This design comes from an exercise in tuning for small area on the open sky130 flow, not from production work. No activity file was given, so power comes from the tool's default toggle rates.

==> flow/design.v <==
module multi_tone_generator #(
    parameter int CLK_HZ   = 125000000,
    parameter int CHANNELS = 4,
    parameter int NUM_W    = 40,
    parameter int CNT_W    = 32,
    parameter int MAX_FREQ = 999999,
    localparam int CH_W    = (CHANNELS > 1) ? $clog2(CHANNELS) : 1
) (
    input  logic                clk,
    input  logic                rst,
    input  logic                cfg_valid,
    output logic                cfg_ready,
    input  logic [CH_W-1:0]     cfg_chan,
    input  logic [31:0]         cfg_freq,
    input  logic [7:0]          cfg_duty,
    output logic                cfg_err,
    input  logic [CHANNELS-1:0] chan_en,
    output logic [CHANNELS-1:0] wave_out,
    output logic [CHANNELS-1:0] period_strb
);
    localparam logic [63:0] NUMER64 = 64'(CLK_HZ) * 64'd100;
    localparam logic [33:0] NUMER   = NUMER64[33:0];
    logic [5:0]  step;
    logic [1:0]  chan_r;
    logic [7:0]  duty_r;
    logic [19:0] nf_r;      
    logic [19:0] rem_r;
    logic [31:0] nq_r;      
    logic        zf_r, zd_r, seen_r;
    logic        accept, commit, div_ph, div_last, mul_ph, bad, fzero;
    logic        nbit, ge, ebit;
    logic [20:0] sh, df;
    logic [31:0] acc, mul_out;
    assign cfg_ready = (step == 6'd0);
    assign accept    = cfg_ready && cfg_valid;
    assign commit    = (step == 6'd1);
    assign div_ph    = (step >= 6'd9);
    assign div_last  = (step == 6'd9);
    assign mul_ph    = !cfg_ready && !div_ph;
    assign bad       = (|cfg_freq[31:20]) || (cfg_freq[19:0] > 20'(MAX_FREQ));
    assign fzero     = ~|cfg_freq;
    assign nbit = NUMER[step - 6'd9];
    assign sh   = {rem_r, nbit};
    always_comb begin
        logic c, c0, c1;
        logic [20:0] b;
        logic [20:11] s0, s1;
        b = {1'b1, nf_r};
        c = 1'b1;
        for (int i = 0; i < 11; i++) begin
            df[i] = sh[i] ^ b[i] ^ c;
            c     = (sh[i] & b[i]) | (sh[i] & c) | (b[i] & c);
        end
        c0 = 1'b0;
        c1 = 1'b1;
        for (int i = 11; i < 21; i++) begin
            s0[i] = sh[i] ^ b[i] ^ c0;
            c0    = (sh[i] & b[i]) | (sh[i] & c0) | (b[i] & c0);
            s1[i] = sh[i] ^ b[i] ^ c1;
            c1    = (sh[i] & b[i]) | (sh[i] & c1) | (b[i] & c1);
        end
        df[20:11] = c ? s1 : s0;
        ge        = c ? c1 : c0;
    end
    assign ebit = duty_r[0] ^ seen_r;
    assign acc = {nf_r[11:0], rem_r};
    always_comb begin
        logic c, c0, c1;
        logic [31:0] b, s, s0, s1;
        for (int i = 0; i < 32; i++) b[i] = ebit & ~nq_r[i];
        c = 1'b0;
        for (int i = 0; i < 11; i++) begin
            s[i] = acc[i] ^ b[i] ^ c;
            c    = (acc[i] & b[i]) | (acc[i] & c) | (b[i] & c);
        end
        c0 = 1'b0;
        c1 = 1'b1;
        for (int i = 11; i < 22; i++) begin
            s0[i] = acc[i] ^ b[i] ^ c0;
            c0    = (acc[i] & b[i]) | (acc[i] & c0) | (b[i] & c0);
            s1[i] = acc[i] ^ b[i] ^ c1;
            c1    = (acc[i] & b[i]) | (acc[i] & c1) | (b[i] & c1);
        end
        s[21:11] = c ? s1[21:11] : s0[21:11];
        c        = c ? c1 : c0;
        c0 = 1'b0;
        c1 = 1'b1;
        for (int i = 22; i < 32; i++) begin
            s0[i] = acc[i] ^ b[i] ^ c0;
            c0    = (acc[i] & b[i]) | (acc[i] & c0) | (b[i] & c0);
            s1[i] = acc[i] ^ b[i] ^ c1;
            c1    = (acc[i] & b[i]) | (acc[i] & c1) | (b[i] & c1);
        end
        s[31:22] = c ? s1[31:22] : s0[31:22];
        c        = c ? c1 : c0;
        mul_out  = {c | zd_r, s[31:1]};
    end
    always_ff @(posedge clk) begin
        if (rst) begin
            step    <= 6'd0;
            cfg_err <= 1'b0;
        end else begin
            cfg_err <= accept && bad;
            if (accept) begin
                if (bad)        step <= 6'd0;
                else if (fzero) step <= 6'd1;
                else            step <= 6'd42;
            end else if (!cfg_ready) begin
                step <= step - 6'd1;
            end
        end
    end
    always_ff @(posedge clk) begin
        if (accept) begin
            chan_r <= cfg_chan;
            duty_r <= cfg_duty;
            zd_r   <= ~|cfg_duty;
            nf_r   <= ~cfg_freq[19:0];
            rem_r  <= 20'd0;
            zf_r   <= fzero;
        end else if (div_ph) begin
            nq_r <= {nq_r[30:0], ~ge};
            if (div_last) begin
                rem_r  <= {{12{zd_r}}, 8'hff};
                nf_r   <= {20{zd_r}};
                seen_r <= 1'b0;
            end else begin
                rem_r <= ge ? df[19:0] : sh[19:0];
            end
        end else if (mul_ph) begin
            duty_r              <= {1'b0, duty_r[7:1]};
            seen_r              <= seen_r | duty_r[0];
            {nf_r[11:0], rem_r} <= mul_out;
        end
    end
    for (genvar i = 0; i < CHANNELS; i++) begin : g_chan
        logic [31:0] act_np, act_lo, pend_np, pend_lo, cnt;
        logic [31:0] cur, inc;
        logic        act_nz, pend_nz, pend_vld, first;
        logic        run, wrap, load, clr, commit_here, hit, high;
        always_comb begin
            logic c;
            cur = first ? act_np : cnt;
            c   = 1'b1;
            for (int k = 0; k < 32; k++) begin
                inc[k] = cur[k] ^ c;
                c      = cur[k] & c;
            end
            hit = (&cur[31:1]) & ~cur[0];
            c   = 1'b1;
            for (int k = 0; k < 32; k++)
                c = (cur[k] & act_lo[k]) | (cur[k] & c) | (act_lo[k] & c);
            high = ~c;
        end
        assign run         = chan_en[i] && act_nz;
        assign wrap        = run && hit;
        assign load        = pend_vld && (wrap || !run);
        assign clr         = rst || !run || wrap;
        assign commit_here = commit && (chan_r == i);
        always_ff @(posedge clk) begin
            cnt   <= inc;
            first <= clr;
            if (load) begin
                act_np <= pend_np;
                act_lo <= pend_lo;
            end
            if (commit_here) begin
                pend_np <= nq_r;
                pend_lo <= mul_out;
                pend_nz <= !zf_r;
            end
            if (rst) begin
                act_nz   <= 1'b0;
                pend_vld <= 1'b0;
            end else begin
                if (load)        act_nz   <= pend_nz;
                if (commit_here) pend_vld <= 1'b1;
                else if (load)   pend_vld <= 1'b0;
            end
        end
        assign wave_out[i]    = run && high;
        assign period_strb[i] = run && first;
    end
endmodule
clock: 8.0 ns
lec_check: 0
cap_margin: 20
core_margin: 2
core_utilization: 40
cts_buf_list: sky130_fd_sc_hd__clkbuf_8
cts_cluster_size: 20
slew_margin: 20
run.sh (not shown) runs the stock make flow with config.mk's settings and CLKGATE_MAP_FILE= SYNTH_SCRIPT=/design/flow/synth_recipe.tcl, a recipe that flattens the netlist after the stock synthesis.
The starting point completed, yet does not pass: negative setup slack.
Next try:
Settings changed: CTS_BUF_LIST sky130_fd_sc_hd__clkbuf_8 to not set, CTS_CLUSTER_SIZE 20 to not set.
Result: The new run finished with negative setup slack left; total power went up by a few percent; critical path depth went up by 1; register-to-register slack is better by 0.07 ns.
No run of this note included a check of the RTL's function; only the layout flow was run.

[re-timing with driven ports]
In the flow no input, the clock included, has a driving cell. The finished layouts below were timed again as built, in two steps.
Step 1 sets driving cells, clkbuf_16 on the clock port and buf_2 on the other inputs (assumed; they add their load-dependent delay and slew).
Step 2, shift: input delay + t, output delay - t, t = (earliest + latest rising clock arrival at the registers) / 2. This alone moves slack from input paths to output paths.
a / b / c = ideal ports / drivers / drivers and shift; a / b = the first two.
run	t (ns)	slack for setup (ns)	worst setup path after step 2	clock arrival spread, ns	worst data-port slew with drivers (ns)
the first run	0.770	-0.252 / -0.252 / -0.252	register to register	0.053 / 0.053	0.04
the second run	0.673	-0.177 / -0.177 / -0.177	register to register	0.022 / 0.022	0.04
